Source: an optimization exercise on an open RTL-to-GDS flow (aim: small area, a short achievable clock period and few clock cycles). Production flows keep margins and buffers that such runs may drop. The RTL was checked by simulation tests, not by an equivalence proof against the original design. Power figures rest on the tool's default switching activity, not on a simulated workload.

$ cat design.v
package hough_pkg;
   localparam int IMG_DIM         = 10;    
   localparam int MAX_EDGES       = 32;    
   localparam int NUM_RAD_BINS    = 16;    
   localparam int MIN_RADIUS      = 1;
   localparam int MAX_RADIUS      = 6;
   localparam int X_VOTE_MIN      = 2;     
   localparam int Y_VOTE_MIN      = 1;
   localparam int DEFAULT_CENT_LO = 4;     
   localparam int DEFAULT_CENT_HI = 5;
   typedef logic [3:0] coord_t;       
   typedef logic [9:0] row_t;         
   typedef logic [9:0] cent_mask_t;   
   typedef logic [7:0] vote_t;        
   typedef logic [5:0] edge_cnt_t;    
   typedef logic [4:0] edge_idx_t;
   typedef logic [7:0] dist_sq_t;     
   typedef logic [3:0] radius_t;
   typedef logic [5:0] rad_cnt_t;
   typedef logic [7:0] rad_mask_t;    
   localparam coord_t LAST_COORD = coord_t'(IMG_DIM - 1);
   localparam logic [6*(MAX_RADIUS+1)-1:0] RAD_THRESH = {
      6'd13, 6'd12, 6'd10, 6'd8, 6'd4, 6'd4, 6'd0
   };
   typedef struct packed {
      coord_t x;   
      coord_t y;   
   } edge_pt_t;
   typedef struct packed {
      cent_mask_t x_mask;
      cent_mask_t y_mask;
   } cand_t;
   typedef struct packed {
      coord_t    x;
      coord_t    y;
      rad_mask_t rad_mask;
      logic      last;   
   } result_t;
   typedef enum logic [2:0] {
      LOAD, SCAN, PAIR_X, PAIR_Y, MASK, WAIT
   } voter_state_e;
   typedef enum logic [2:0] {
      IDLE, NEXT_CENT, FEED, DRAIN, JUDGE, EMIT
   } rad_state_e;
endpackage
`timescale 1ns/1ps
module radius_voter (
   input  logic        clk,
   input  logic        i_en,     
   input  logic [99:0] i_img,    
   input  logic [9:1]  i_u,      
   input  logic [9:1]  i_v,      
   output logic [6:1]  o_mask    
);
   wire [9:1] u = i_u;
   wire [9:1] v = i_v;
   wire r1g0_t0 = i_img[1] & v[1];
   wire r1g0_t1 = i_img[9] & ~v[9];
   wire r1g0_t2 = i_img[10] & u[1];
   wire r1g0_t3 = i_img[11] & ((u[1] & v[1]));
   wire r1g0_s1 = r1g0_t0 ^ r1g0_t1 ^ r1g0_t2;
   wire r1g0_c2 = (r1g0_t0 & r1g0_t1) | (r1g0_t0 & r1g0_t2) | (r1g0_t1 & r1g0_t2);
   wire [2:0] r1g0_n = {1'b0, r1g0_c2, r1g0_s1} + {1'b0, 1'b0, r1g0_t3};
   logic [2:0] r1g0_q;
   wire r1g1_t0 = i_img[19] & ((u[1] & ~v[9]));
   wire r1g1_t1 = i_img[90] & ~u[9];
   wire r1g1_t2 = i_img[91] & ((~u[9] & v[1]));
   wire r1g1_t3 = i_img[99] & ((~u[9] & ~v[9]));
   wire r1g1_s1 = r1g1_t0 ^ r1g1_t1 ^ r1g1_t2;
   wire r1g1_c2 = (r1g1_t0 & r1g1_t1) | (r1g1_t0 & r1g1_t2) | (r1g1_t1 & r1g1_t2);
   wire [2:0] r1g1_n = {1'b0, r1g1_c2, r1g1_s1} + {1'b0, 1'b0, r1g1_t3};
   logic [2:0] r1g1_q;
   wire [3:0] r1_sum = {1'b0, r1g0_q[2], r1g0_q[1], r1g0_q[0]} + {1'b0, r1g1_q[2], r1g1_q[1], r1g1_q[0]};
   assign o_mask[1] = r1_sum >= 4'd4;
   wire r2g0_t0 = i_img[2] & v[2];
   wire r2g0_t1 = i_img[8] & ~v[8];
   wire r2g0_t2 = i_img[12] & ((u[1] & v[2]));
   wire r2g0_t3 = i_img[18] & ((u[1] & ~v[8]));
   wire r2g0_t4 = i_img[20] & u[2];
   wire r2g0_t5 = i_img[21] & ((u[2] & v[1]));
   wire r2g0_s1 = r2g0_t0 ^ r2g0_t1 ^ r2g0_t2;
   wire r2g0_c2 = (r2g0_t0 & r2g0_t1) | (r2g0_t0 & r2g0_t2) | (r2g0_t1 & r2g0_t2);
   wire r2g0_s3 = r2g0_t3 ^ r2g0_t4 ^ r2g0_t5;
   wire r2g0_c4 = (r2g0_t3 & r2g0_t4) | (r2g0_t3 & r2g0_t5) | (r2g0_t4 & r2g0_t5);
   wire [2:0] r2g0_n = {1'b0, r2g0_c2, r2g0_s1} + {1'b0, r2g0_c4, r2g0_s3};
   logic [2:0] r2g0_q;
   wire r2g1_t0 = i_img[22] & ((u[2] & v[2]));
   wire r2g1_t1 = i_img[28] & ((u[2] & ~v[8]));
   wire r2g1_t2 = i_img[29] & ((u[2] & ~v[9]));
   wire r2g1_t3 = i_img[80] & ~u[8];
   wire r2g1_t4 = i_img[81] & ((~u[8] & v[1]));
   wire r2g1_s1 = r2g1_t0 ^ r2g1_t1 ^ r2g1_t2;
   wire r2g1_c2 = (r2g1_t0 & r2g1_t1) | (r2g1_t0 & r2g1_t2) | (r2g1_t1 & r2g1_t2);
   wire r2g1_s3 = r2g1_s1 ^ r2g1_t3 ^ r2g1_t4;
   wire r2g1_c4 = (r2g1_s1 & r2g1_t3) | (r2g1_s1 & r2g1_t4) | (r2g1_t3 & r2g1_t4);
   wire [2:0] r2g1_n = {1'b0, r2g1_c4, r2g1_s3} + {1'b0, r2g1_c2, 1'b0};
   logic [2:0] r2g1_q;
   wire r2g2_t0 = i_img[82] & ((~u[8] & v[2]));
   wire r2g2_t1 = i_img[88] & ((~u[8] & ~v[8]));
   wire r2g2_t2 = i_img[89] & ((~u[8] & ~v[9]));
   wire r2g2_t3 = i_img[92] & ((~u[9] & v[2]));
   wire r2g2_t4 = i_img[98] & ((~u[9] & ~v[8]));
   wire r2g2_s1 = r2g2_t0 ^ r2g2_t1 ^ r2g2_t2;
   wire r2g2_c2 = (r2g2_t0 & r2g2_t1) | (r2g2_t0 & r2g2_t2) | (r2g2_t1 & r2g2_t2);
   wire r2g2_s3 = r2g2_s1 ^ r2g2_t3 ^ r2g2_t4;
   wire r2g2_c4 = (r2g2_s1 & r2g2_t3) | (r2g2_s1 & r2g2_t4) | (r2g2_t3 & r2g2_t4);
   wire [2:0] r2g2_n = {1'b0, r2g2_c4, r2g2_s3} + {1'b0, r2g2_c2, 1'b0};
   logic [2:0] r2g2_q;
   wire r2z_s1 = r2g0_q[0] ^ r2g1_q[0] ^ r2g2_q[0];
   wire r2z_c2 = (r2g0_q[0] & r2g1_q[0]) | (r2g0_q[0] & r2g2_q[0]) | (r2g1_q[0] & r2g2_q[0]);
   wire r2z_s3 = r2g0_q[1] ^ r2g1_q[1] ^ r2g2_q[1];
   wire r2z_c4 = (r2g0_q[1] & r2g1_q[1]) | (r2g0_q[1] & r2g2_q[1]) | (r2g1_q[1] & r2g2_q[1]);
   wire r2z_s5 = r2g0_q[2] ^ r2g1_q[2] ^ r2g2_q[2];
   wire r2z_c6 = (r2g0_q[2] & r2g1_q[2]) | (r2g0_q[2] & r2g2_q[2]) | (r2g1_q[2] & r2g2_q[2]);
   wire [4:0] r2_sum = {1'b0, r2z_c6, r2z_c4, r2z_c2, r2z_s1} + {1'b0, 1'b0, r2z_s5, r2z_s3, 1'b0};
   assign o_mask[2] = r2_sum >= 5'd4;
   wire r3g0_t0 = i_img[3] & v[3];
   wire r3g0_t1 = i_img[7] & ~v[7];
   wire r3g0_t2 = i_img[13] & ((u[1] & v[3]));
   wire r3g0_t3 = i_img[17] & ((u[1] & ~v[7]));
   wire r3g0_t4 = i_img[23] & ((u[2] & v[3]));
   wire r3g0_t5 = i_img[27] & ((u[2] & ~v[7]));
   wire r3g0_t6 = i_img[30] & u[3];
   wire r3g0_s1 = r3g0_t0 ^ r3g0_t1 ^ r3g0_t2;
   wire r3g0_c2 = (r3g0_t0 & r3g0_t1) | (r3g0_t0 & r3g0_t2) | (r3g0_t1 & r3g0_t2);
   wire r3g0_s3 = r3g0_t3 ^ r3g0_t4 ^ r3g0_t5;
   wire r3g0_c4 = (r3g0_t3 & r3g0_t4) | (r3g0_t3 & r3g0_t5) | (r3g0_t4 & r3g0_t5);
   wire r3g0_s5 = r3g0_s1 ^ r3g0_s3 ^ r3g0_t6;
   wire r3g0_c6 = (r3g0_s1 & r3g0_s3) | (r3g0_s1 & r3g0_t6) | (r3g0_s3 & r3g0_t6);
   wire r3g0_s7 = r3g0_c6 ^ r3g0_c2 ^ r3g0_c4;
   wire r3g0_c8 = (r3g0_c6 & r3g0_c2) | (r3g0_c6 & r3g0_c4) | (r3g0_c2 & r3g0_c4);
   wire [3:0] r3g0_n = {1'b0, r3g0_c8, r3g0_s7, r3g0_s5} + {1'b0, 1'b0, 1'b0, 1'b0};
   logic [2:0] r3g0_q;
   wire r3g1_t0 = i_img[31] & ((u[3] & v[1]));
   wire r3g1_t1 = i_img[32] & ((u[3] & v[2]));
   wire r3g1_t2 = i_img[38] & ((u[3] & ~v[8]));
   wire r3g1_t3 = i_img[39] & ((u[3] & ~v[9]));
   wire r3g1_t4 = i_img[70] & ~u[7];
   wire r3g1_t5 = i_img[71] & ((~u[7] & v[1]));
   wire r3g1_t6 = i_img[72] & ((~u[7] & v[2]));
   wire r3g1_s1 = r3g1_t0 ^ r3g1_t1 ^ r3g1_t2;
   wire r3g1_c2 = (r3g1_t0 & r3g1_t1) | (r3g1_t0 & r3g1_t2) | (r3g1_t1 & r3g1_t2);
   wire r3g1_s3 = r3g1_t3 ^ r3g1_t4 ^ r3g1_t5;
   wire r3g1_c4 = (r3g1_t3 & r3g1_t4) | (r3g1_t3 & r3g1_t5) | (r3g1_t4 & r3g1_t5);
   wire r3g1_s5 = r3g1_s1 ^ r3g1_s3 ^ r3g1_t6;
   wire r3g1_c6 = (r3g1_s1 & r3g1_s3) | (r3g1_s1 & r3g1_t6) | (r3g1_s3 & r3g1_t6);
   wire r3g1_s7 = r3g1_c6 ^ r3g1_c2 ^ r3g1_c4;
   wire r3g1_c8 = (r3g1_c6 & r3g1_c2) | (r3g1_c6 & r3g1_c4) | (r3g1_c2 & r3g1_c4);
   wire [3:0] r3g1_n = {1'b0, r3g1_c8, r3g1_s7, r3g1_s5} + {1'b0, 1'b0, 1'b0, 1'b0};
   logic [2:0] r3g1_q;
   wire r3g2_t0 = i_img[78] & ((~u[7] & ~v[8]));
   wire r3g2_t1 = i_img[79] & ((~u[7] & ~v[9]));
   wire r3g2_t2 = i_img[83] & ((~u[8] & v[3]));
   wire r3g2_t3 = i_img[87] & ((~u[8] & ~v[7]));
   wire r3g2_t4 = i_img[93] & ((~u[9] & v[3]));
   wire r3g2_t5 = i_img[97] & ((~u[9] & ~v[7]));
   wire r3g2_s1 = r3g2_t0 ^ r3g2_t1 ^ r3g2_t2;
   wire r3g2_c2 = (r3g2_t0 & r3g2_t1) | (r3g2_t0 & r3g2_t2) | (r3g2_t1 & r3g2_t2);
   wire r3g2_s3 = r3g2_t3 ^ r3g2_t4 ^ r3g2_t5;
   wire r3g2_c4 = (r3g2_t3 & r3g2_t4) | (r3g2_t3 & r3g2_t5) | (r3g2_t4 & r3g2_t5);
   wire [2:0] r3g2_n = {1'b0, r3g2_c2, r3g2_s1} + {1'b0, r3g2_c4, r3g2_s3};
   logic [2:0] r3g2_q;
   wire r3z_s1 = r3g0_q[0] ^ r3g1_q[0] ^ r3g2_q[0];
   wire r3z_c2 = (r3g0_q[0] & r3g1_q[0]) | (r3g0_q[0] & r3g2_q[0]) | (r3g1_q[0] & r3g2_q[0]);
   wire r3z_s3 = r3g0_q[1] ^ r3g1_q[1] ^ r3g2_q[1];
   wire r3z_c4 = (r3g0_q[1] & r3g1_q[1]) | (r3g0_q[1] & r3g2_q[1]) | (r3g1_q[1] & r3g2_q[1]);
   wire r3z_s5 = r3g0_q[2] ^ r3g1_q[2] ^ r3g2_q[2];
   wire r3z_c6 = (r3g0_q[2] & r3g1_q[2]) | (r3g0_q[2] & r3g2_q[2]) | (r3g1_q[2] & r3g2_q[2]);
   wire [4:0] r3_sum = {1'b0, r3z_c6, r3z_c4, r3z_c2, r3z_s1} + {1'b0, 1'b0, r3z_s5, r3z_s3, 1'b0};
   assign o_mask[3] = r3_sum >= 5'd8;
   wire r4g0_t0 = i_img[4] & v[4];
   wire r4g0_t1 = i_img[6] & ~v[6];
   wire r4g0_t2 = i_img[14] & ((u[1] & v[4]));
   wire r4g0_t3 = i_img[16] & ((u[1] & ~v[6]));
   wire r4g0_t4 = i_img[24] & ((u[2] & v[4]));
   wire r4g0_t5 = i_img[26] & ((u[2] & ~v[6]));
   wire r4g0_s1 = r4g0_t0 ^ r4g0_t1 ^ r4g0_t2;
   wire r4g0_c2 = (r4g0_t0 & r4g0_t1) | (r4g0_t0 & r4g0_t2) | (r4g0_t1 & r4g0_t2);
   wire r4g0_s3 = r4g0_t3 ^ r4g0_t4 ^ r4g0_t5;
   wire r4g0_c4 = (r4g0_t3 & r4g0_t4) | (r4g0_t3 & r4g0_t5) | (r4g0_t4 & r4g0_t5);
   wire [2:0] r4g0_n = {1'b0, r4g0_c2, r4g0_s1} + {1'b0, r4g0_c4, r4g0_s3};
   logic [2:0] r4g0_q;
   wire r4g1_t0 = i_img[33] & ((u[3] & v[3]));
   wire r4g1_t1 = i_img[37] & ((u[3] & ~v[7]));
   wire r4g1_t2 = i_img[40] & u[4];
   wire r4g1_t3 = i_img[41] & ((u[4] & v[1]));
   wire r4g1_t4 = i_img[42] & ((u[4] & v[2]));
   wire r4g1_t5 = i_img[48] & ((u[4] & ~v[8]));
   wire r4g1_s1 = r4g1_t0 ^ r4g1_t1 ^ r4g1_t2;
   wire r4g1_c2 = (r4g1_t0 & r4g1_t1) | (r4g1_t0 & r4g1_t2) | (r4g1_t1 & r4g1_t2);
   wire r4g1_s3 = r4g1_t3 ^ r4g1_t4 ^ r4g1_t5;
   wire r4g1_c4 = (r4g1_t3 & r4g1_t4) | (r4g1_t3 & r4g1_t5) | (r4g1_t4 & r4g1_t5);
   wire [2:0] r4g1_n = {1'b0, r4g1_c2, r4g1_s1} + {1'b0, r4g1_c4, r4g1_s3};
   logic [2:0] r4g1_q;
   wire r4g2_t0 = i_img[49] & ((u[4] & ~v[9]));
   wire r4g2_t1 = i_img[60] & ~u[6];
   wire r4g2_t2 = i_img[61] & ((~u[6] & v[1]));
   wire r4g2_t3 = i_img[62] & ((~u[6] & v[2]));
   wire r4g2_t4 = i_img[68] & ((~u[6] & ~v[8]));
   wire r4g2_t5 = i_img[69] & ((~u[6] & ~v[9]));
   wire r4g2_s1 = r4g2_t0 ^ r4g2_t1 ^ r4g2_t2;
   wire r4g2_c2 = (r4g2_t0 & r4g2_t1) | (r4g2_t0 & r4g2_t2) | (r4g2_t1 & r4g2_t2);
   wire r4g2_s3 = r4g2_t3 ^ r4g2_t4 ^ r4g2_t5;
   wire r4g2_c4 = (r4g2_t3 & r4g2_t4) | (r4g2_t3 & r4g2_t5) | (r4g2_t4 & r4g2_t5);
   wire [2:0] r4g2_n = {1'b0, r4g2_c2, r4g2_s1} + {1'b0, r4g2_c4, r4g2_s3};
   logic [2:0] r4g2_q;
   wire r4g3_t0 = i_img[73] & ((~u[7] & v[3]));
   wire r4g3_t1 = i_img[77] & ((~u[7] & ~v[7]));
   wire r4g3_t2 = i_img[84] & ((~u[8] & v[4]));
   wire r4g3_t3 = i_img[86] & ((~u[8] & ~v[6]));
   wire r4g3_t4 = i_img[94] & ((~u[9] & v[4]));
   wire r4g3_t5 = i_img[96] & ((~u[9] & ~v[6]));
   wire r4g3_s1 = r4g3_t0 ^ r4g3_t1 ^ r4g3_t2;
   wire r4g3_c2 = (r4g3_t0 & r4g3_t1) | (r4g3_t0 & r4g3_t2) | (r4g3_t1 & r4g3_t2);
   wire r4g3_s3 = r4g3_t3 ^ r4g3_t4 ^ r4g3_t5;
   wire r4g3_c4 = (r4g3_t3 & r4g3_t4) | (r4g3_t3 & r4g3_t5) | (r4g3_t4 & r4g3_t5);
   wire [2:0] r4g3_n = {1'b0, r4g3_c2, r4g3_s1} + {1'b0, r4g3_c4, r4g3_s3};
   logic [2:0] r4g3_q;
   wire r4z_s1 = r4g0_q[0] ^ r4g1_q[0] ^ r4g2_q[0];
   wire r4z_c2 = (r4g0_q[0] & r4g1_q[0]) | (r4g0_q[0] & r4g2_q[0]) | (r4g1_q[0] & r4g2_q[0]);
   wire r4z_s3 = r4g0_q[1] ^ r4g1_q[1] ^ r4g2_q[1];
   wire r4z_c4 = (r4g0_q[1] & r4g1_q[1]) | (r4g0_q[1] & r4g2_q[1]) | (r4g1_q[1] & r4g2_q[1]);
   wire r4z_s5 = r4g0_q[2] ^ r4g1_q[2] ^ r4g2_q[2];
   wire r4z_c6 = (r4g0_q[2] & r4g1_q[2]) | (r4g0_q[2] & r4g2_q[2]) | (r4g1_q[2] & r4g2_q[2]);
   wire r4z_s7 = r4z_c2 ^ r4z_s3 ^ r4g3_q[1];
   wire r4z_c8 = (r4z_c2 & r4z_s3) | (r4z_c2 & r4g3_q[1]) | (r4z_s3 & r4g3_q[1]);
   wire r4z_s9 = r4z_c4 ^ r4z_s5 ^ r4g3_q[2];
   wire r4z_c10 = (r4z_c4 & r4z_s5) | (r4z_c4 & r4g3_q[2]) | (r4z_s5 & r4g3_q[2]);
   wire [4:0] r4_sum = {1'b0, r4z_c10, r4z_c8, r4z_s7, r4z_s1} + {1'b0, r4z_c6, r4z_s9, 1'b0, r4g3_q[0]};
   assign o_mask[4] = r4_sum >= 5'd10;
   wire r5g0_t0 = i_img[5];
   wire r5g0_t1 = i_img[15] & u[1];
   wire r5g0_t2 = i_img[25] & u[2];
   wire r5g0_t3 = i_img[34] & ((u[3] & v[4]));
   wire r5g0_t4 = i_img[35] & u[3];
   wire r5g0_t5 = i_img[36] & ((u[3] & ~v[6]));
   wire r5g0_t6 = i_img[43] & ((u[4] & v[3]));
   wire r5g0_s1 = r5g0_t0 ^ r5g0_t1 ^ r5g0_t2;
   wire r5g0_c2 = (r5g0_t0 & r5g0_t1) | (r5g0_t0 & r5g0_t2) | (r5g0_t1 & r5g0_t2);
   wire r5g0_s3 = r5g0_t3 ^ r5g0_t4 ^ r5g0_t5;
   wire r5g0_c4 = (r5g0_t3 & r5g0_t4) | (r5g0_t3 & r5g0_t5) | (r5g0_t4 & r5g0_t5);
   wire r5g0_s5 = r5g0_s1 ^ r5g0_s3 ^ r5g0_t6;
   wire r5g0_c6 = (r5g0_s1 & r5g0_s3) | (r5g0_s1 & r5g0_t6) | (r5g0_s3 & r5g0_t6);
   wire r5g0_s7 = r5g0_c6 ^ r5g0_c2 ^ r5g0_c4;
   wire r5g0_c8 = (r5g0_c6 & r5g0_c2) | (r5g0_c6 & r5g0_c4) | (r5g0_c2 & r5g0_c4);
   wire [3:0] r5g0_n = {1'b0, r5g0_c8, r5g0_s7, r5g0_s5} + {1'b0, 1'b0, 1'b0, 1'b0};
   logic [2:0] r5g0_q;
   wire r5g1_t0 = i_img[44] & ((u[4] & v[4]));
   wire r5g1_t1 = i_img[46] & ((u[4] & ~v[6]));
   wire r5g1_t2 = i_img[47] & ((u[4] & ~v[7]));
   wire r5g1_t3 = i_img[50];
   wire r5g1_t4 = i_img[51] & v[1];
   wire r5g1_t5 = i_img[52] & v[2];
   wire r5g1_t6 = i_img[53] & v[3];
   wire r5g1_s1 = r5g1_t0 ^ r5g1_t1 ^ r5g1_t2;
   wire r5g1_c2 = (r5g1_t0 & r5g1_t1) | (r5g1_t0 & r5g1_t2) | (r5g1_t1 & r5g1_t2);
   wire r5g1_s3 = r5g1_t3 ^ r5g1_t4 ^ r5g1_t5;
   wire r5g1_c4 = (r5g1_t3 & r5g1_t4) | (r5g1_t3 & r5g1_t5) | (r5g1_t4 & r5g1_t5);
   wire r5g1_s5 = r5g1_s1 ^ r5g1_s3 ^ r5g1_t6;
   wire r5g1_c6 = (r5g1_s1 & r5g1_s3) | (r5g1_s1 & r5g1_t6) | (r5g1_s3 & r5g1_t6);
   wire r5g1_s7 = r5g1_c6 ^ r5g1_c2 ^ r5g1_c4;
   wire r5g1_c8 = (r5g1_c6 & r5g1_c2) | (r5g1_c6 & r5g1_c4) | (r5g1_c2 & r5g1_c4);
   wire [3:0] r5g1_n = {1'b0, r5g1_c8, r5g1_s7, r5g1_s5} + {1'b0, 1'b0, 1'b0, 1'b0};
   logic [2:0] r5g1_q;
   wire r5g2_t0 = i_img[57] & ~v[7];
   wire r5g2_t1 = i_img[58] & ~v[8];
   wire r5g2_t2 = i_img[59] & ~v[9];
   wire r5g2_t3 = i_img[63] & ((~u[6] & v[3]));
   wire r5g2_t4 = i_img[64] & ((~u[6] & v[4]));
   wire r5g2_t5 = i_img[66] & ((~u[6] & ~v[6]));
   wire r5g2_s1 = r5g2_t0 ^ r5g2_t1 ^ r5g2_t2;
   wire r5g2_c2 = (r5g2_t0 & r5g2_t1) | (r5g2_t0 & r5g2_t2) | (r5g2_t1 & r5g2_t2);
   wire r5g2_s3 = r5g2_t3 ^ r5g2_t4 ^ r5g2_t5;
   wire r5g2_c4 = (r5g2_t3 & r5g2_t4) | (r5g2_t3 & r5g2_t5) | (r5g2_t4 & r5g2_t5);
   wire [2:0] r5g2_n = {1'b0, r5g2_c2, r5g2_s1} + {1'b0, r5g2_c4, r5g2_s3};
   logic [2:0] r5g2_q;
   wire r5g3_t0 = i_img[67] & ((~u[6] & ~v[7]));
   wire r5g3_t1 = i_img[74] & ((~u[7] & v[4]));
   wire r5g3_t2 = i_img[75] & ~u[7];
   wire r5g3_t3 = i_img[76] & ((~u[7] & ~v[6]));
   wire r5g3_t4 = i_img[85] & ~u[8];
   wire r5g3_t5 = i_img[95] & ~u[9];
   wire r5g3_s1 = r5g3_t0 ^ r5g3_t1 ^ r5g3_t2;
   wire r5g3_c2 = (r5g3_t0 & r5g3_t1) | (r5g3_t0 & r5g3_t2) | (r5g3_t1 & r5g3_t2);
   wire r5g3_s3 = r5g3_t3 ^ r5g3_t4 ^ r5g3_t5;
   wire r5g3_c4 = (r5g3_t3 & r5g3_t4) | (r5g3_t3 & r5g3_t5) | (r5g3_t4 & r5g3_t5);
   wire [2:0] r5g3_n = {1'b0, r5g3_c2, r5g3_s1} + {1'b0, r5g3_c4, r5g3_s3};
   logic [2:0] r5g3_q;
   wire r5z_s1 = r5g0_q[0] ^ r5g1_q[0] ^ r5g2_q[0];
   wire r5z_c2 = (r5g0_q[0] & r5g1_q[0]) | (r5g0_q[0] & r5g2_q[0]) | (r5g1_q[0] & r5g2_q[0]);
   wire r5z_s3 = r5g0_q[1] ^ r5g1_q[1] ^ r5g2_q[1];
   wire r5z_c4 = (r5g0_q[1] & r5g1_q[1]) | (r5g0_q[1] & r5g2_q[1]) | (r5g1_q[1] & r5g2_q[1]);
   wire r5z_s5 = r5g0_q[2] ^ r5g1_q[2] ^ r5g2_q[2];
   wire r5z_c6 = (r5g0_q[2] & r5g1_q[2]) | (r5g0_q[2] & r5g2_q[2]) | (r5g1_q[2] & r5g2_q[2]);
   wire r5z_s7 = r5z_c2 ^ r5z_s3 ^ r5g3_q[1];
   wire r5z_c8 = (r5z_c2 & r5z_s3) | (r5z_c2 & r5g3_q[1]) | (r5z_s3 & r5g3_q[1]);
   wire r5z_s9 = r5z_c4 ^ r5z_s5 ^ r5g3_q[2];
   wire r5z_c10 = (r5z_c4 & r5z_s5) | (r5z_c4 & r5g3_q[2]) | (r5z_s5 & r5g3_q[2]);
   wire [4:0] r5_sum = {1'b0, r5z_c10, r5z_c8, r5z_s7, r5z_s1} + {1'b0, r5z_c6, r5z_s9, 1'b0, r5g3_q[0]};
   assign o_mask[5] = r5_sum >= 5'd12;
   wire r6g0_t0 = i_img[4] & ~v[4];
   wire r6g0_t1 = i_img[6] & v[6];
   wire r6g0_t2 = i_img[14] & ((u[1] & ~v[4]));
   wire r6g0_t3 = i_img[16] & ((u[1] & v[6]));
   wire r6g0_t4 = i_img[24] & ((u[2] & ~v[4]));
   wire r6g0_t5 = i_img[26] & ((u[2] & v[6]));
   wire r6g0_t6 = i_img[34] & ((u[3] & ~v[4]));
   wire r6g0_s1 = r6g0_t0 ^ r6g0_t1 ^ r6g0_t2;
   wire r6g0_c2 = (r6g0_t0 & r6g0_t1) | (r6g0_t0 & r6g0_t2) | (r6g0_t1 & r6g0_t2);
   wire r6g0_s3 = r6g0_t3 ^ r6g0_t4 ^ r6g0_t5;
   wire r6g0_c4 = (r6g0_t3 & r6g0_t4) | (r6g0_t3 & r6g0_t5) | (r6g0_t4 & r6g0_t5);
   wire r6g0_s5 = r6g0_s1 ^ r6g0_s3 ^ r6g0_t6;
   wire r6g0_c6 = (r6g0_s1 & r6g0_s3) | (r6g0_s1 & r6g0_t6) | (r6g0_s3 & r6g0_t6);
   wire r6g0_s7 = r6g0_c6 ^ r6g0_c2 ^ r6g0_c4;
   wire r6g0_c8 = (r6g0_c6 & r6g0_c2) | (r6g0_c6 & r6g0_c4) | (r6g0_c2 & r6g0_c4);
   wire [3:0] r6g0_n = {1'b0, r6g0_c8, r6g0_s7, r6g0_s5} + {1'b0, 1'b0, 1'b0, 1'b0};
   logic [2:0] r6g0_q;
   wire r6g1_t0 = i_img[36] & ((u[3] & v[6]));
   wire r6g1_t1 = i_img[40] & ~u[4];
   wire r6g1_t2 = i_img[41] & ((~u[4] & v[1]));
   wire r6g1_t3 = i_img[42] & ((~u[4] & v[2]));
   wire r6g1_t4 = i_img[43] & ((~u[4] & v[3]));
   wire r6g1_t5 = i_img[45] & u[4];
   wire r6g1_t6 = i_img[47] & ((~u[4] & ~v[7]));
   wire r6g1_s1 = r6g1_t0 ^ r6g1_t1 ^ r6g1_t2;
   wire r6g1_c2 = (r6g1_t0 & r6g1_t1) | (r6g1_t0 & r6g1_t2) | (r6g1_t1 & r6g1_t2);
   wire r6g1_s3 = r6g1_t3 ^ r6g1_t4 ^ r6g1_t5;
   wire r6g1_c4 = (r6g1_t3 & r6g1_t4) | (r6g1_t3 & r6g1_t5) | (r6g1_t4 & r6g1_t5);
   wire r6g1_s5 = r6g1_s1 ^ r6g1_s3 ^ r6g1_t6;
   wire r6g1_c6 = (r6g1_s1 & r6g1_s3) | (r6g1_s1 & r6g1_t6) | (r6g1_s3 & r6g1_t6);
   wire r6g1_s7 = r6g1_c6 ^ r6g1_c2 ^ r6g1_c4;
   wire r6g1_c8 = (r6g1_c6 & r6g1_c2) | (r6g1_c6 & r6g1_c4) | (r6g1_c2 & r6g1_c4);
   wire [3:0] r6g1_n = {1'b0, r6g1_c8, r6g1_s7, r6g1_s5} + {1'b0, 1'b0, 1'b0, 1'b0};
   logic [2:0] r6g1_q;
   wire r6g2_t0 = i_img[48] & ((~u[4] & ~v[8]));
   wire r6g2_t1 = i_img[49] & ((~u[4] & ~v[9]));
   wire r6g2_t2 = i_img[54] & v[4];
   wire r6g2_t3 = i_img[56] & ~v[6];
   wire r6g2_t4 = i_img[60] & u[6];
   wire r6g2_t5 = i_img[61] & ((u[6] & v[1]));
   wire r6g2_s1 = r6g2_t0 ^ r6g2_t1 ^ r6g2_t2;
   wire r6g2_c2 = (r6g2_t0 & r6g2_t1) | (r6g2_t0 & r6g2_t2) | (r6g2_t1 & r6g2_t2);
   wire r6g2_s3 = r6g2_t3 ^ r6g2_t4 ^ r6g2_t5;
   wire r6g2_c4 = (r6g2_t3 & r6g2_t4) | (r6g2_t3 & r6g2_t5) | (r6g2_t4 & r6g2_t5);
   wire [2:0] r6g2_n = {1'b0, r6g2_c2, r6g2_s1} + {1'b0, r6g2_c4, r6g2_s3};
   logic [2:0] r6g2_q;
   wire r6g3_t0 = i_img[62] & ((u[6] & v[2]));
   wire r6g3_t1 = i_img[63] & ((u[6] & v[3]));
   wire r6g3_t2 = i_img[65] & ~u[6];
   wire r6g3_t3 = i_img[67] & ((u[6] & ~v[7]));
   wire r6g3_t4 = i_img[68] & ((u[6] & ~v[8]));
   wire r6g3_t5 = i_img[69] & ((u[6] & ~v[9]));
   wire r6g3_s1 = r6g3_t0 ^ r6g3_t1 ^ r6g3_t2;
   wire r6g3_c2 = (r6g3_t0 & r6g3_t1) | (r6g3_t0 & r6g3_t2) | (r6g3_t1 & r6g3_t2);
   wire r6g3_s3 = r6g3_t3 ^ r6g3_t4 ^ r6g3_t5;
   wire r6g3_c4 = (r6g3_t3 & r6g3_t4) | (r6g3_t3 & r6g3_t5) | (r6g3_t4 & r6g3_t5);
   wire [2:0] r6g3_n = {1'b0, r6g3_c2, r6g3_s1} + {1'b0, r6g3_c4, r6g3_s3};
   logic [2:0] r6g3_q;
   wire r6g4_t0 = i_img[74] & ((~u[7] & ~v[4]));
   wire r6g4_t1 = i_img[76] & ((~u[7] & v[6]));
   wire r6g4_t2 = i_img[84] & ((~u[8] & ~v[4]));
   wire r6g4_t3 = i_img[86] & ((~u[8] & v[6]));
   wire r6g4_t4 = i_img[94] & ((~u[9] & ~v[4]));
   wire r6g4_t5 = i_img[96] & ((~u[9] & v[6]));
   wire r6g4_s1 = r6g4_t0 ^ r6g4_t1 ^ r6g4_t2;
   wire r6g4_c2 = (r6g4_t0 & r6g4_t1) | (r6g4_t0 & r6g4_t2) | (r6g4_t1 & r6g4_t2);
   wire r6g4_s3 = r6g4_t3 ^ r6g4_t4 ^ r6g4_t5;
   wire r6g4_c4 = (r6g4_t3 & r6g4_t4) | (r6g4_t3 & r6g4_t5) | (r6g4_t4 & r6g4_t5);
   wire [2:0] r6g4_n = {1'b0, r6g4_c2, r6g4_s1} + {1'b0, r6g4_c4, r6g4_s3};
   logic [2:0] r6g4_q;
   wire r6z_s1 = r6g0_q[0] ^ r6g1_q[0] ^ r6g2_q[0];
   wire r6z_c2 = (r6g0_q[0] & r6g1_q[0]) | (r6g0_q[0] & r6g2_q[0]) | (r6g1_q[0] & r6g2_q[0]);
   wire r6z_s3 = r6g0_q[1] ^ r6g1_q[1] ^ r6g2_q[1];
   wire r6z_c4 = (r6g0_q[1] & r6g1_q[1]) | (r6g0_q[1] & r6g2_q[1]) | (r6g1_q[1] & r6g2_q[1]);
   wire r6z_s5 = r6g0_q[2] ^ r6g1_q[2] ^ r6g2_q[2];
   wire r6z_c6 = (r6g0_q[2] & r6g1_q[2]) | (r6g0_q[2] & r6g2_q[2]) | (r6g1_q[2] & r6g2_q[2]);
   wire r6z_s7 = r6z_s1 ^ r6g3_q[0] ^ r6g4_q[0];
   wire r6z_c8 = (r6z_s1 & r6g3_q[0]) | (r6z_s1 & r6g4_q[0]) | (r6g3_q[0] & r6g4_q[0]);
   wire r6z_s9 = r6z_c2 ^ r6z_s3 ^ r6g3_q[1];
   wire r6z_c10 = (r6z_c2 & r6z_s3) | (r6z_c2 & r6g3_q[1]) | (r6z_s3 & r6g3_q[1]);
   wire r6z_s11 = r6z_c4 ^ r6z_s5 ^ r6g3_q[2];
   wire r6z_c12 = (r6z_c4 & r6z_s5) | (r6z_c4 & r6g3_q[2]) | (r6z_s5 & r6g3_q[2]);
   wire r6z_s13 = r6z_c8 ^ r6z_s9 ^ r6g4_q[1];
   wire r6z_c14 = (r6z_c8 & r6z_s9) | (r6z_c8 & r6g4_q[1]) | (r6z_s9 & r6g4_q[1]);
   wire r6z_s15 = r6z_c10 ^ r6z_s11 ^ r6g4_q[2];
   wire r6z_c16 = (r6z_c10 & r6z_s11) | (r6z_c10 & r6g4_q[2]) | (r6z_s11 & r6g4_q[2]);
   wire r6z_s17 = r6z_c16 ^ r6z_c12 ^ r6z_c6;
   wire r6z_c18 = (r6z_c16 & r6z_c12) | (r6z_c16 & r6z_c6) | (r6z_c12 & r6z_c6);
   wire [5:0] r6_sum = {1'b0, r6z_c18, r6z_s17, r6z_c14, r6z_s13, r6z_s7} + {1'b0, 1'b0, 1'b0, r6z_s15, 1'b0, 1'b0};
   assign o_mask[6] = r6_sum >= 6'd13;
   always_ff @(posedge clk) begin
      if (i_en) begin
         r1g0_q <= r1g0_n[2:0];
         r1g1_q <= r1g1_n[2:0];
         r2g0_q <= r2g0_n[2:0];
         r2g1_q <= r2g1_n[2:0];
         r2g2_q <= r2g2_n[2:0];
         r3g0_q <= r3g0_n[2:0];
         r3g1_q <= r3g1_n[2:0];
         r3g2_q <= r3g2_n[2:0];
         r4g0_q <= r4g0_n[2:0];
         r4g1_q <= r4g1_n[2:0];
         r4g2_q <= r4g2_n[2:0];
         r4g3_q <= r4g3_n[2:0];
         r5g0_q <= r5g0_n[2:0];
         r5g1_q <= r5g1_n[2:0];
         r5g2_q <= r5g2_n[2:0];
         r5g3_q <= r5g3_n[2:0];
         r6g0_q <= r6g0_n[2:0];
         r6g1_q <= r6g1_n[2:0];
         r6g2_q <= r6g2_n[2:0];
         r6g3_q <= r6g3_n[2:0];
         r6g4_q <= r6g4_n[2:0];
      end
   end
endmodule
`timescale 1ns/1ps
module hough_top (
   input  logic                clk,
   input  logic                i_rst_n,
   input  logic                i_row_valid,
   input  hough_pkg::row_t     i_row,
   output logic                o_row_ready,
   output logic                o_res_valid,
   output hough_pkg::result_t  o_res,
   input  logic                i_res_ready
);
   logic [9:0] a_q [10];      
   logic [3:0] rcnt_q;        
   logic       afull_q;       
   logic       vld1_q;        
   logic [3:0] vrow_q;        
   logic       bvalid_q;      
   logic       take;
   logic       xfer;
   assign xfer        = afull_q && !vld1_q && !bvalid_q;
   assign o_row_ready = !afull_q || xfer;
   assign take        = i_row_valid && o_row_ready;
   always_ff @(posedge clk or negedge i_rst_n) begin
      if (!i_rst_n) begin
         rcnt_q  <= '0;
         afull_q <= 1'b0;
         vld1_q  <= 1'b0;
      end else begin
         vld1_q <= take;
         if (xfer) begin
            rcnt_q  <= take ? 4'd1 : 4'd0;
            afull_q <= 1'b0;
         end else if (take) begin
            rcnt_q  <= rcnt_q + 4'd1;
            afull_q <= (rcnt_q == 4'd9);
         end
      end
   end
   always_ff @(posedge clk) begin
      if (take) begin
         vrow_q <= xfer ? 4'd0 : rcnt_q;
         for (int i = 0; i < 9; i++) a_q[i] <= a_q[i+1];
         a_q[9] <= i_row;
      end
   end
   logic [1:0] xv_q [10];     
   logic [1:0] yv_q [1:9];    
   logic [1:0] xinc [10];
   logic [1:0] yinc [1:5];
   logic       first;
   function automatic logic ge2(input logic [9:0] m);
      logic seen;
      ge2  = 1'b0;
      seen = 1'b0;
      for (int k = 0; k < 10; k++) begin
         ge2  = ge2 | (seen & m[k]);
         seen = seen | m[k];
      end
   endfunction
   assign first = (vrow_q == 4'd0);
   logic [3:0] xn;
   always_comb begin
      for (int c = 0; c < 10; c++) begin
         xn = '0;
         for (int a = 0; a < 9; a++)
            for (int b = a + 1; b < 10; b++)
               if (((a + b) >> 1) == c) xn = xn + {3'd0, a_q[9][a] & a_q[9][b]};
         xinc[c] = (xn > 4'd3) ? 2'd3 : xn[1:0];
      end
   end
   logic [9:0] m1, m2;
   logic       any1, any2;
   always_comb begin
      for (int e = 1; e <= 5; e++) begin
         m1   = (vrow_q >= 4'(2*e-1)) ? (a_q[9] & a_q[9-(2*e-1)]) : 10'd0;
         m2   = (e < 5 && vrow_q >= 4'(2*e)) ? (a_q[9] & a_q[(9-2*e) < 0 ? 0 : 9-2*e]) : 10'd0;
         any1 = |m1;
         any2 = |m2;
         yinc[e] = (ge2(m1) || ge2(m2) || (any1 && any2)) ? 2'd2 : {1'b0, any1 | any2};
      end
   end
   logic [1:0] xv_n [10];
   logic [1:0] yv_n [1:9];
   logic [2:0] vs;
   always_comb begin
      for (int c = 0; c < 10; c++) begin
         vs      = (first ? 3'd0 : {1'b0, xv_q[c]}) + {1'b0, xinc[c]};
         xv_n[c] = (vs > 3'd3) ? 2'd3 : vs[1:0];
      end
      for (int e = 1; e <= 9; e++) begin
         if (first || e == 1) vs = 3'd0;
         else                 vs = {1'b0, yv_q[e-1]};
         if (e <= 5) vs = vs + {1'b0, yinc[e]};
         yv_n[e] = (vs > 3'd2) ? 2'd2 : vs[1:0];
      end
   end
   always_ff @(posedge clk) begin
      if (vld1_q) begin
         for (int c = 0; c < 10; c++) xv_q[c] <= xv_n[c];
         for (int e = 1; e <= 9; e++)  yv_q[e] <= yv_n[e];
      end
   end
   logic [5:0] pcnt_q;        
   logic [3:0] prow_q;        
   logic [9:0] pcol_q;        
   logic [5:0] pcnt_n;
   logic [3:0] prow_n;
   logic [9:0] pcol_n;
   logic [5:0] pbefore;
   logic [5:0] proom;
   logic [3:0] pre;
   logic [5:0] pafter;
   logic       pcross;
   logic [9:0] kc;
   always_comb begin
      pbefore = first ? 6'd0 : pcnt_q;
      proom   = 6'd32 - pbefore;
      pre    = '0;
      for (int j = 0; j < 10; j++) begin
         pre   = pre + {3'd0, a_q[9][j]};
         kc[j] = {2'd0, pre} <= proom;
      end
      pafter  = pbefore + {2'd0, pre};
      pcross  = (pbefore < 6'd32) && (pafter >= 6'd32);
      pcnt_n = pcnt_q;
      prow_n = prow_q;
      pcol_n = pcol_q;
      if (vld1_q) begin
         pcnt_n = pcross ? 6'd32 : (pafter > 6'd32 ? 6'd32 : pafter);
         if (first) prow_n = 4'd15;
         if (pcross) begin
            prow_n = vrow_q;
            pcol_n = kc;
         end
      end
   end
   always_ff @(posedge clk) begin
      pcnt_q <= pcnt_n;
      prow_q <= prow_n;
      pcol_q <= pcol_n;
   end
   logic [9:0] b_q [10];
   logic       mpend_q;       
   logic       bmv_q;         
   logic       used_q;        
   logic [9:0] bxm_q;         
   logic [9:0] bym_q;         
   logic [3:0] bcx_q;
   logic [3:0] bcy_q;
   logic [9:0] xm_c;
   logic [9:0] ym_c;
   logic       xstep;
   logic       ystep;
   logic       bready;
   logic       sload;
   always_comb begin
      for (int c = 0; c < 10; c++) xm_c[c] = (xv_q[c] == 2'd3);
      for (int c = 0; c < 9; c++)  ym_c[c] = (yv_q[9-c] == 2'd2);
      ym_c[9] = 1'b0;
      if (xm_c == '0) xm_c = 10'h030;
      if (ym_c == '0) ym_c = 10'h030;
   end
   assign xstep  = bvalid_q && bmv_q && (!bxm_q[0] || used_q);
   assign ystep  = bvalid_q && bmv_q && !bym_q[0];
   assign bready = bvalid_q && bmv_q && bxm_q[0] && bym_q[0] && !used_q;
   always_ff @(posedge clk or negedge i_rst_n) begin
      if (!i_rst_n) begin
         bvalid_q <= 1'b0;
         mpend_q  <= 1'b0;
         bmv_q    <= 1'b0;
         used_q   <= 1'b0;
      end else begin
         mpend_q <= xfer;
         if (xfer) begin
            bvalid_q <= 1'b1;
            bmv_q    <= 1'b0;
            used_q   <= 1'b0;
         end else begin
            if (mpend_q) bmv_q <= 1'b1;
            if (sload) begin
               if (bxm_q[9:1] == '0) bvalid_q <= 1'b0;
               else                  used_q   <= 1'b1;
            end else if (xstep) begin
               used_q <= 1'b0;
            end
         end
      end
   end
   always_ff @(posedge clk) begin
      if (xfer) begin
         bcx_q <= '0;
         bcy_q <= '0;
         for (int i = 0; i < 10; i++)
            for (int j = 0; j < 10; j++)
               b_q[i][j] <= a_q[i][j] &    
                            ((4'(i) < prow_q) || ((4'(i) == prow_q) && pcol_q[j]));
      end else begin
         if (mpend_q) begin
            bxm_q <= xm_c;
            bym_q <= ym_c;
         end
         if (xstep) begin
            bcx_q <= bcx_q + 4'd1;
            bxm_q <= bxm_q >> 1;
         end
         if (ystep) begin
            bcy_q <= bcy_q + 4'd1;
            bym_q <= bym_q >> 1;
         end
         if (xstep || ystep)
            for (int i = 0; i < 10; i++)
               for (int j = 0; j < 10; j++)
                  b_q[i][j] <= b_q[(i + (ystep ? 1 : 0)) % 10][(j + (xstep ? 1 : 0)) % 10];
      end
   end
   logic [9:0] s_q [10];
   logic       svalid_q;
   logic [9:0] sym_q;         
   logic [3:0] scx_q;
   logic [3:0] scy_q;
   logic       slastx_q;      
   logic       sfinal;
   logic       stall;
   logic       adv;
   logic [99:0] s_flat;
   logic [9:1] u;
   logic [9:1] v;
   logic [6:1] rmask;
   assign stall  = o_res_valid && !i_res_ready;
   assign adv    = !stall;
   assign sfinal = (sym_q[9:1] == '0);
   assign sload  = bready && (!svalid_q || (sfinal && adv));
   always_ff @(posedge clk or negedge i_rst_n) begin
      if (!i_rst_n) begin
         svalid_q <= 1'b0;
      end else begin
         if (sload)                       svalid_q <= 1'b1;
         else if (svalid_q && adv && sfinal) svalid_q <= 1'b0;
      end
   end
   always_ff @(posedge clk) begin
      if (sload) begin
         for (int i = 0; i < 10; i++) s_q[i] <= b_q[i];
         sym_q    <= bym_q;
         scx_q    <= bcx_q;
         scy_q    <= bcy_q;
         slastx_q <= (bxm_q[9:1] == '0);
      end else if (svalid_q && adv) begin
         for (int i = 0; i < 10; i++) s_q[i] <= s_q[(i + 1) % 10];
         sym_q <= sym_q >> 1;
         scy_q <= scy_q + 4'd1;
      end
   end
   always_comb begin
      for (int i = 0; i < 10; i++)
         for (int j = 0; j < 10; j++) s_flat[10*i + j] = s_q[i][j];
      for (int k = 1; k < 10; k++) begin
         u[k] = ({1'b0, scy_q} + 5'(k)) <= 5'd9;
         v[k] = ({1'b0, scx_q} + 5'(k)) <= 5'd9;
      end
   end
   radius_voter u_judge (
      .clk    (clk),
      .i_en   (adv),
      .i_img  (s_flat),
      .i_u    (u),
      .i_v    (v),
      .o_mask (rmask)
   );
   logic       pvalid_q;
   logic [3:0] pcx_q;
   logic [3:0] pcy_q;
   logic       plast_q;
   always_ff @(posedge clk or negedge i_rst_n) begin
      if (!i_rst_n) begin
         pvalid_q    <= 1'b0;
         o_res_valid <= 1'b0;
      end else if (adv) begin
         pvalid_q    <= svalid_q && sym_q[0];
         o_res_valid <= pvalid_q;
      end
   end
   always_ff @(posedge clk) begin
      if (adv) begin
         pcx_q          <= scx_q;
         pcy_q          <= scy_q;
         plast_q        <= slastx_q && sfinal;
         o_res.x        <= pcx_q;
         o_res.y        <= pcy_q;
         o_res.rad_mask <= {1'b0, rmask, 1'b0};
         o_res.last     <= plast_q;
      end
   end
endmodule
$ cat run.sh
#!/bin/bash
# synth_recipe.tcl (not shown) runs the flow's synth.tcl, then flattens the netlist and writes it again
# the make line also repeats each setting of config.mk as NAME=value (left out here)
make -C /OpenROAD-flow-scripts/flow DESIGN_CONFIG=/design/flow/config.mk WORK_HOME=/design/flow/orfs CLKGATE_MAP_FILE= SYNTH_SCRIPT=/design/flow/synth_recipe.tcl finish
$ cat config.mk
export PLATFORM = sky130hd
export DESIGN_NAME = hough_top
export DESIGN_NICKNAME = hough_top
export VERILOG_FILES = /design/flow/design.v
export SDC_FILE = /design/flow/constraint.sdc
export NUM_CORES = 4
export LEC_CHECK = 0
export ABC_CLOCK_PERIOD_IN_PS = 3000
export CAP_MARGIN = 20
export CORE_MARGIN = 2
export CORE_UTILIZATION = 60
export SETUP_SLACK_MARGIN = 5
export SLEW_MARGIN = 20
$ cat constraint.sdc
create_clock -name core_clock -period 8.0 [get_ports {clk}]
set_input_delay 1.6000 -clock core_clock [delete_from_list [all_inputs] [get_ports {clk}]]
set_output_delay 1.6000 -clock core_clock [all_outputs]
set_load 0.01 [all_outputs]
==> impl_metrics.tcl, run 1 <==
set metrics [dict create \
    status "timing/DRC/antenna clean" \
    dp.cells 3311 \
    crit_type "flop to flop" \
    vias_per_cell 6.46 \
    fin_cells 3643 \
    critical_path.max_stage_delay_ns 0.44 \
    leakagePower_nw 14.6 \
    die_w_um 227 \
    die-area_um2 51600 \
    diodes 0 \
    use_met2_pct 57.7 \
    cts_buffer_depth 3 \
    crit_chain "buf_12, inv_8, fa_1, inv_2, ha_4, ha_4, ha_4, ha_4, ha_4, ha_4, ha_4, xnor3_2, nand3_2, xor3_2, ha_4, nor2b_4, o21ai_2, xor2_2, a311oi_2, nor2b_1" \
    grt-busiest-layer "met2" \
    wire_per_inst_um 26.5 \
    fmax_ghz 0.205 \
    slowest_stage "edfxtp_1" \
    clkSinkCount 507 \
    finalHoldViolCount 0 \
    start_util_pct 60.9 \
    portBuffers 30 \
    p_per_area_nw_per_um2 233 \
    final_max_slew_viol_count 0 \
    grt_pass1_wl_um 137000 \
    crit_top_cell "ha_4" \
    grt_use_met1_pct 47.4 \
    synth_top_flop_cell "edfxtp_1" \
    grt_pass1_vias 22700 \
    root_buffer "clkbuf_16" \
    dr.pass1.iters 8 \
    layout.nets 3222 \
    p_comb_share_pct 31.4 \
    fin_crit_sh_pct 60.9 \
    endpoint_kind "flop" \
    p_seq_share_pct 40.8 \
    synth_top_area_share_pct 48.9 \
    min_path_cells 0 \
    insertion_delay_ns 0.61 \
    max_cap_violations 0 \
    post-synth-top-area-cell "edfxtp_1" \
    detail-route-antenna-nets 0 \
    clockPowerShare_pct 27.8 \
    synth_edf_count 486 \
    vias 23500 \
    tightest_slew_ns 1.08 \
    cp_data_required_time_ns 8.36 \
    fillers 3103 \
    hpwl_um 59000 \
    switchingPower_w 0.00276 \
    die_h_um 227 \
    synth_area_leaders "edfxtp_1, fa_1, nand2_1" \
    drt_iter0_drc 3070 \
    syn_to_final_growth_pct 25.9 \
    fin_worst_skew_ns 0.0174 \
    synth_most_common_cell "nand2_1" \
    globalplace.congestion 0.956 \
    cts_inserted_buffers 53 \
    synth_commonest_cells "nand2_1, edfxtp_1, inv_1, nand3_1, ha_1" \
    cts_tree "done" \
    place_area_um2 31700 \
    track_usage_pct 35.8 \
    core_um2 49100 \
    ys_seq_area_share_pct 50.5 \
    synthCells 2725 \
    synth_area_um2 29900 \
    cts_htree_levels 2 \
    layout_min_cycle_time_ns 4.87 \
    overflow 0 \
    worstHoldPathType "flop to flop" \
    wirelength_um 96500 \
    r2r_cells 20 \
    drive_gt1_share_pct 26.4 \
    p_int_w 0.00599 \
    crit_path_start_kind "flop" \
    yosys_warnings 11 \
    rsz0062_at_grt "yes" \
    synth_cell_type_count 75 \
    worstPathArrival_ns 5.23 \
    ir_drop_uv 164 \
    placementRows 81 \
    crit_path_max_fanout 3 \
    met3_usage_pct 4.83 \
    p_sw_share_pct 31.5 \
    path_clk_slew_ns 0.06 \
    ys_ff_latch 507 \
    setup-tns-final_ns 0 \
    async_reset_ff_share_pct 2.56 \
    synth_area_per_cell_um2 11.0 \
    relSlewSlack_pct 27.3 \
    remaining_drc_errors 0 \
    antenna_found_initial 0 \
    finalSetupViolations 0 \
    final_area_um2 37600 \
    grt_max_degree 97 \
    io_pins 33 \
]
==> kinds of logic after synthesis <==
family                   count (synthesis)  share of synthesized area (%)
buffers and inverters                  301                           3.81
adder cells (fa/ha/maj)                279                           14.7
AO/OA/AOI/OAI                          421                           9.96
flip-flops                             507                           50.5
XOR/XNOR                                42                           1.43
other                                    1                         0.0126
AND/OR/NAND/NOR                       1070                           16.0
multiplexers                           104                           3.52
==> final timing paths <==
path / startpoint / endpoint / slack, ns
setup / recovery: a_q[9][1]$_DFFE_PP_ / pcnt_q[0]$_SDFFCE_PP0P_ / 3.13
hold / removal: pcx_q[2]$_DFFE_PN_ / o_res[15]$_DFFE_PN_ / 0.43
hold reg to reg: pcx_q[2]$_DFFE_PN_ / o_res[15]$_DFFE_PN_ / 0.43
max in group asynchronous: i_rst_n / vld1_q$_DFF_PN0_ / 6.04
min in group asynchronous: i_rst_n / pvalid_q$_DFFE_PN0N_ / 1.43
setup reg to reg: a_q[9][1]$_DFFE_PP_ / pcnt_q[0]$_SDFFCE_PP0P_ / 3.13
==> flip-flops by register name, summed over array words and instances (netlist names), 6 cells and up <==
signal / flops
pcol_q: 10
bxm_q: 10
a_q: 100
bym_q: 9
pcnt_q: 6
yv_q: 18
xv_q: 20
b_q: 100
sym_q: 9
s_q: 100
o_res: 15
==> layout make-up <==
| type | count | area, um^2 | share of cell area, % |
|---|---|---|---|
| flip-flops and latches | 507 | 15100 | 40.1 |
| inverters | 160 | 681 | 1.81 |
| well taps | 664 | 831 | 2.21 |
| clock buffers | 71 | 1430 | 3.81 |
| repair buffers | 290 | 3020 | 8.04 |
| repair inverters | 3 | 31.3 | 0.0832 |
| clock inverters | 24 | 218 | 0.579 |
| multi-input cells | 1924 | 16300 | 43.3 |
==> metrics by stage <==
step | util (%) | power [W] | hold slack (ns) | setup slack (ns)
6_report | 76.7 | 0.00875 | 0.427 | 3.13
5_1_grt | 76.7 | 0.00911 | 0.440 | 2.98
4_1_cts | 73.9 | 0.00835 | 0.424 | 3.10
3_5_place_dp | 64.6 | 0.00545 | 0.409 | 2.23
3_3_place_gp | 64.6 | 0.00536 | 0.403 | 2.38
2_1_floorplan | - | 0.00488 | 0.400 | 3.12
==> power groups by stage <==
stage | combinational (W) | clock (W) | sequential (W)
after CTS | 0.00237 | 0.00244 | 0.00355
after global routing | 0.00299 | 0.00253 | 0.00359
final | 0.00275 | 0.00243 | 0.00357
after floorplan | 0.00132 | 0 | 0.00356
after detailed placement | 0.00185 | 0 | 0.00361
after global placement | 0.00176 | 0 | 0.00360
==> placed cells by master, fill, tap and decap left out, drive strengths merged, types with 8 or more instances in the layout <==
master,netlist,routed
nand2,596,597
edfxtp,486,486
buf,16,255
inv,157,155
nand3,147,147
ha,145,145
fa,124,124
mux2i,100,100
nor2,96,97
o221ai,87,87
a21oi,76,76
o21ai,74,74
clkbuf,125,73
and2,72,72
o211ai,39,39
nand2b,32,34
a22oi,31,31
and3,31,31
xnor2,26,26
clkinv,3,22
nor2b,21,21
or2,21,21
a31oi,18,19
nand4,18,18
a21o,16,16
dlygate4sd2,0,16
nor3,15,15
xor2,14,14
clkdlybuf4s50,0,13
dfrtp,13,13
o21a,10,10
maj3,10,10
dfxtp,8,8
a41oi,8,8
==> repair_timing <==
action	4_1_cts	5_1_grt
resized for setup	305	180
setup buffers	158	63
pin swaps	137	137
hold buffers	0	0
endpoints found under the setup margin	703	450
cloned	13	3
==> worst max-delay path: cells and delay by family, from the launching register on <==
family | cells | cell delay [ns]
compound gates | 2 | 0.32
xor+xnor | 3 | 0.88
fa+ha+maj | 9 | 2.32
buf+inv | 3 | 0.31
flops | 1 | 0.44
simple gates | 3 | 0.34
==> routing by layer <==
| metal | routed length [um] | part of all wire [%] |
|---|---|---|
| met1 | 36400 | 38 |
| met2 | 45200 | 47 |
| met3 | 7940 | 8.2 |
| met4 | 6900 | 7.2 |
| met5 | 0 | 0 |
Testbench counts, summed over its fixed seeds: cycles 2,909.
==> inputs of run 2 (changes only) <==
--- a/design.v
+++ b/design.v
@@ -463,34 +463,42 @@
    logic [1:0] yv_q [1:9];    
-   logic [1:0] xinc [10];
+   logic [2:0] xinc [10];
    logic [1:0] yinc [1:5];
    logic       first;
-   function automatic logic ge2(input logic [9:0] m);
-      logic seen;
-      ge2  = 1'b0;
-      seen = 1'b0;
-      for (int k = 0; k < 10; k++) begin
-         ge2  = ge2 | (seen & m[k]);
-         seen = seen | m[k];
-      end
+   function automatic logic [2:0] tadd(input logic [2:0] a, input logic [2:0] b);
+      tadd[0] = a[0] | b[0];
+      tadd[1] = a[1] | b[1] | (a[0] & b[0]);
+      tadd[2] = a[2] | b[2] | (a[1] & b[0]) | (a[0] & b[1]);
+   endfunction
+   function automatic logic [2:0] tcnt10(input logic [9:0] m);
+      logic [2:0] l1 [5];
+      logic [2:0] l2 [3];
+      for (int k = 0; k < 5; k++)
+         l1[k] = {1'b0, m[2*k] & m[2*k+1], m[2*k] | m[2*k+1]};
+      l2[0] = tadd(l1[0], l1[1]);
+      l2[1] = tadd(l1[2], l1[3]);
+      l2[2] = l1[4];
+      tcnt10 = tadd(tadd(l2[0], l2[1]), l2[2]);
    endfunction
    assign first = (vrow_q == 4'd0);
-   logic [3:0] xn;
+   logic [9:0] xpairs [10];
    always_comb begin
+      int n;
       for (int c = 0; c < 10; c++) begin
-         xn = '0;
+         xpairs[c] = '0;
+         n = 0;
          for (int a = 0; a < 9; a++)
             for (int b = a + 1; b < 10; b++)
-               if (((a + b) >> 1) == c) xn = xn + {3'd0, a_q[9][a] & a_q[9][b]};
-         xinc[c] = (xn > 4'd3) ? 2'd3 : xn[1:0];
+               if (((a + b) >> 1) == c) begin
+                  xpairs[c][n] = a_q[9][a] & a_q[9][b];
+                  n = n + 1;
+               end
+         xinc[c] = tcnt10(xpairs[c]);
       end
    end
-   logic [9:0] m1, m2;
-   logic       any1, any2;
+   logic [2:0] ym1, ym2;
    always_comb begin
       for (int e = 1; e <= 5; e++) begin
-         m1   = (vrow_q >= 4'(2*e-1)) ? (a_q[9] & a_q[9-(2*e-1)]) : 10'd0;
-         m2   = (e < 5 && vrow_q >= 4'(2*e)) ? (a_q[9] & a_q[(9-2*e) < 0 ? 0 : 9-2*e]) : 10'd0;
-         any1 = |m1;
-         any2 = |m2;
-         yinc[e] = (ge2(m1) || ge2(m2) || (any1 && any2)) ? 2'd2 : {1'b0, any1 | any2};
+         ym1 = (vrow_q >= 4'(2*e-1)) ? tcnt10(a_q[9] & a_q[9-(2*e-1)]) : 3'd0;
+         ym2 = (e < 5 && vrow_q >= 4'(2*e)) ? tcnt10(a_q[9] & a_q[(9-2*e) < 0 ? 0 : 9-2*e]) : 3'd0;
+         yinc[e] = tadd(ym1, ym2);
       end
@@ -499,13 +507,18 @@
    logic [1:0] yv_n [1:9];
-   logic [2:0] vs;
+   logic [2:0] xo, xs_;
+   logic [1:0] yo;
    always_comb begin
       for (int c = 0; c < 10; c++) begin
-         vs      = (first ? 3'd0 : {1'b0, xv_q[c]}) + {1'b0, xinc[c]};
-         xv_n[c] = (vs > 3'd3) ? 2'd3 : vs[1:0];
+         xo      = first ? 3'd0 : {xv_q[c] == 2'd3, xv_q[c][1], xv_q[c] != 2'd0};
+         xs_     = tadd(xo, xinc[c]);
+         xv_n[c] = {xs_[1], xs_[2] | (xs_[0] & !xs_[1])};
       end
       for (int e = 1; e <= 9; e++) begin
-         if (first || e == 1) vs = 3'd0;
-         else                 vs = {1'b0, yv_q[e-1]};
-         if (e <= 5) vs = vs + {1'b0, yinc[e]};
-         yv_n[e] = (vs > 3'd2) ? 2'd2 : vs[1:0];
+         yo = (first || e == 1) ? 2'd0 : yv_q[e-1];
+         if (e <= 5) begin
+            yv_n[e][0] = yo[0] | yinc[e][0];
+            yv_n[e][1] = yo[1] | yinc[e][1] | (yo[0] & yinc[e][0]);
+         end else begin
+            yv_n[e] = yo;
+         end
       end
@@ -518,12 +531,8 @@
    end
-   logic [5:0] pcnt_q;        
+   logic [5:0] room_q;        
    logic [3:0] prow_q;        
    logic [9:0] pcol_q;        
-   logic [5:0] pcnt_n;
-   logic [3:0] prow_n;
-   logic [9:0] pcol_n;
-   logic [5:0] pbefore;
    logic [5:0] proom;
-   logic [3:0] pre;
-   logic [5:0] pafter;
+   logic [3:0] pre [10];      
+   logic [3:0] pop;
    logic       pcross;
@@ -531,20 +540,18 @@
    always_comb begin
-      pbefore = first ? 6'd0 : pcnt_q;
-      proom   = 6'd32 - pbefore;
-      pre    = '0;
+      proom = first ? 6'd32 : room_q;
       for (int j = 0; j < 10; j++) begin
-         pre   = pre + {3'd0, a_q[9][j]};
-         kc[j] = {2'd0, pre} <= proom;
+         pre[j] = '0;
+         for (int k = 0; k <= j; k++) pre[j] = pre[j] + {3'd0, a_q[9][k]};
+         kc[j] = {2'd0, pre[j]} <= proom;
       end
-      pafter  = pbefore + {2'd0, pre};
-      pcross  = (pbefore < 6'd32) && (pafter >= 6'd32);
-      pcnt_n = pcnt_q;
-      prow_n = prow_q;
-      pcol_n = pcol_q;
+      pop    = pre[9];
+      pcross = (proom != 6'd0) && ({2'd0, pop} >= proom);
+   end
+   always_ff @(posedge clk) begin
       if (vld1_q) begin
-         pcnt_n = pcross ? 6'd32 : (pafter > 6'd32 ? 6'd32 : pafter);
-         if (first) prow_n = 4'd15;
+         room_q <= pcross ? 6'd0 : proom - {2'd0, pop};
+         if (first) prow_q <= 4'd15;
          if (pcross) begin
-            prow_n = vrow_q;
-            pcol_n = kc;
+            prow_q <= vrow_q;
+            pcol_q <= kc;
          end
@@ -552,7 +559,2 @@
    end
-   always_ff @(posedge clk) begin
-      pcnt_q <= pcnt_n;
-      prow_q <= prow_n;
-      pcol_q <= pcol_n;
-   end
    logic [9:0] b_q [10];
@@ -573,3 +575,3 @@
       for (int c = 0; c < 10; c++) xm_c[c] = (xv_q[c] == 2'd3);
-      for (int c = 0; c < 9; c++)  ym_c[c] = (yv_q[9-c] == 2'd2);
+      for (int c = 0; c < 9; c++)  ym_c[c] = yv_q[9-c][1];
       ym_c[9] = 1'b0;
@@ -638,2 +640,3 @@
    logic       sfinal;
+   logic       kvalid_q;      
    logic       stall;
@@ -644,3 +647,3 @@
    logic [6:1] rmask;
-   assign stall  = o_res_valid && !i_res_ready;
+   assign stall  = kvalid_q;
    assign adv    = !stall;
@@ -689,2 +692,9 @@
    logic       plast_q;
+   hough_pkg::result_t pres;
+   hough_pkg::result_t kres_q;
+   logic               offer;
+   logic               ofree;
+   assign pres  = {pcx_q, pcy_q, 1'b0, rmask, 1'b0, plast_q};
+   assign offer = pvalid_q && adv;
+   assign ofree = !o_res_valid || i_res_ready;
    always_ff @(posedge clk or negedge i_rst_n) begin
@@ -693,5 +703,11 @@
          o_res_valid <= 1'b0;
-      end else if (adv) begin
-         pvalid_q    <= svalid_q && sym_q[0];
-         o_res_valid <= pvalid_q;
+         kvalid_q    <= 1'b0;
+      end else begin
+         if (adv) pvalid_q <= svalid_q && sym_q[0];
+         if (ofree) begin
+            o_res_valid <= kvalid_q || offer;
+            kvalid_q    <= 1'b0;
+         end else if (offer) begin
+            kvalid_q    <= 1'b1;
+         end
       end
@@ -700,10 +716,8 @@
       if (adv) begin
-         pcx_q          <= scx_q;
-         pcy_q          <= scy_q;
-         plast_q        <= slastx_q && sfinal;
-         o_res.x        <= pcx_q;
-         o_res.y        <= pcy_q;
-         o_res.rad_mask <= {1'b0, rmask, 1'b0};
-         o_res.last     <= plast_q;
+         pcx_q   <= scx_q;
+         pcy_q   <= scy_q;
+         plast_q <= slastx_q && sfinal;
       end
+      if (ofree) o_res  <= kvalid_q ? kres_q : pres;
+      if (!kvalid_q) kres_q <= pres;
    end
==> impl_metrics.tcl, run 2 <==
set metrics [dict create \
    crit_family "adder cells" \
    synth_top_area_share_pct 49.7 \
    finalPower_w 0.0180 \
    die-area_um2 50400 \
    grt_max_degree 101 \
    synth_top_flop_cell "edfxtp_1" \
    drive_gt1_share_pct 18.7 \
    final_common_cell "nand2_1" \
    leakagePower_nw 13.8 \
    placementRows 80 \
    post-synth-top-area-cell "edfxtp_1" \
    pre_cts_slack_ns 2.41 \
    vias 22500 \
    wire_per_inst_um 26.1 \
    crit_path_start_kind "flop" \
    relSlewSlack_pct 29.5 \
    overflow 0 \
    hpwl_um 58300 \
    antenna_found_initial 0 \
    root_buffer "clkbuf_16" \
    tightest_slew_ns 1.06 \
    endpoint_kind "flop" \
    track_usage_pct 34.9 \
    fillers 3198 \
    status "timing/DRC/antenna clean" \
    worstHoldPathType "flop to flop" \
    ys_ff_latch 522 \
    crit_path_max_fanout 7 \
    top_regs "a_q: 100 flops, b_q: 100 flops, s_q: 100 flops" \
    start_util_pct 61.0 \
    synth_most_common_cell "nand2_1" \
    layout.nets 2984 \
    cp_data_required_time_ns 8.32 \
    synth_cell_type_count 73 \
    crit_top_cell "ha_4" \
    synth_area_leaders "edfxtp_1, nand2_1, fa_1" \
    clockPowerShare_pct 15.2 \
    dr.pass1.iters 8 \
    p_comb_share_pct 52.0 \
    grt_pass1_vias 22400 \
    vias_per_cell 6.56 \
    yosys_warnings 53 \
    multi_input_area_um2 14500 \
    fin_worst_skew_ns 0.0282 \
    critical_path.max_stage_delay_ns 0.61 \
    cts_inserted_buffers 55 \
    max_cap_violations 0 \
    ys_seq_area_share_pct 52.6 \
    path_clk_slew_ns 0.06 \
    ir_drop_uv 489 \
    insertion_delay_ns 0.63 \
    synth_area_um2 29200 \
    worstPathArrival_ns 5.29 \
    diodes 0 \
    most-common-layout-cells "nand2_1, edfxtp_1, nand3_1" \
    cts_tree "done" \
    finalHoldViolCount 0 \
    p_sw_share_pct 40.8 \
    syn_to_final_growth_pct 20.1 \
    p_per_area_nw_per_um2 514 \
    layout_min_cycle_time_ns 4.97 \
    rsz0062_at_grt "yes" \
    remaining_drc_errors 0 \
    globalplace.congestion 1.01 \
    grt_pass1_wl_um 133000 \
    fin_crit_sh_pct 62.1 \
    die_h_um 225 \
    crit_type "flop to flop" \
    p_int_w 0.0107 \
    wirelength_um 89500 \
    p_seq_share_pct 32.9 \
]
run 2: logic make-up (layout without fill, tap and decap cells):
| group | after synthesis | count (layout) | synth area share (%) |
|---|---|---|---|
| fa+ha+maj | 217 | 217 | 11.6 |
| xor+xnor | 44 | 44 | 1.43 |
| mux | 116 | 116 | 4.05 |
| simple gates | 1006 | 1007 | 15.2 |
| flops | 522 | 522 | 52.6 |
| buf+inv | 278 | 430 | 3.60 |
| compound gates | 477 | 479 | 11.5 |
run 2: what timing repair did:
action | 4_1_cts | 5_1_grt
setup buffers | 101 | 22
pin swaps | 96 | 66
setup endpoints to repair | 398 | 295
gates resized for setup | 194 | 93
cloned | 7 | 1
hold buffers | 0 | 0
run 2: layout make-up:
type | instances | share of cell area (%)
tap | 615 | 2.20
inverter | 128 | 1.47
timing repair inverter | 1 | 0.0143
timing repair buffer | 198 | 5.77
multi-input combinational | 1863 | 41.3
clock inverter | 26 | 0.986
sequential | 522 | 43.8
clock buffer | 77 | 4.46
run 2: final timing paths:
path,from,end,slack (ns),depth (start not counted)
max,a_q[9][1]$_DFFE_PP_,pcol_q[3]$_DFFE_PP_,3.03,18
min in group asynchronous,i_rst_n,o_res_valid$_DFFE_PN0N_,1.43,1
min reg2reg,kres_q[7]$_DFF_P_,kres_q[7]$_DFF_P_,0.45,2
max in group asynchronous,i_rst_n,vld1_q$_DFF_PN0_,6.01,1
min,kres_q[7]$_DFF_P_,kres_q[7]$_DFF_P_,0.45,2
max reg2reg,a_q[9][1]$_DFFE_PP_,pcol_q[3]$_DFFE_PP_,3.03,18
run 2: power by group through the flow:
| stage | Sequential, W | Clock, W | Combinational, W |
|---|---|---|---|
| final | 0.00592 | 0.00273 | 0.00936 |
| after global routing | 0.00601 | 0.00284 | 0.0103 |
| after CTS | 0.00586 | 0.00275 | 0.00856 |
| after detailed placement | 0.00591 | 0 | 0.00736 |
| after global placement | 0.00588 | 0 | 0.00705 |
| after floorplan | 0.00550 | 0 | 0.00553 |
run 2: metrics by stage:
| step | area, um^2 | utilization (%) | std cells | hold WS [ns] |
|---|---|---|---|---|
| 2_1_floorplan | 29900 | - | 2660 | 0.424 |
| 3_3_place_gp | 30600 | 64.0 | 3196 | 0.435 |
| 3_5_place_dp | 30600 | 64.0 | 3196 | 0.447 |
| 4_1_cts | 34300 | 71.7 | 3407 | 0.456 |
| 5_1_grt | 35000 | 73.2 | 3430 | 0.486 |
| 6_report | 35000 | 73.2 | 3430 | 0.451 |
run 2: tightest hold or removal path: cells and delay by family, from the launching register on:
kind	cells	cell delay, ns
DFF	1	0.30
buffers and inverters	1	0.04
AOI/OAI and AO/OA	1	0.06
run 2: layer usage:
| layer | global-route usage (%) | routed length [um] | vias up |
|---|---|---|---|
| met4 | 16.7 | 4970 | 0 |
| met1 | 45.2 | 34300 | 11100 |
| li1 | - | - | 9916 |
| met5 | 0 | 0 | - |
| met3 | 5.13 | 6920 | 305 |
| met2 | 58.3 | 43300 | 1224 |
Testbench counts of run 2, summed over its fixed seeds: cycles 2,909.

Setup slack of run 2, layout unchanged: 3.029 ns with ideal ports, 3.029 ns with driving cells assumed (clock clkbuf_16, inputs buf_2), 3.029 ns with port delays also shifted by the 0.679 ns mid clock arrival.
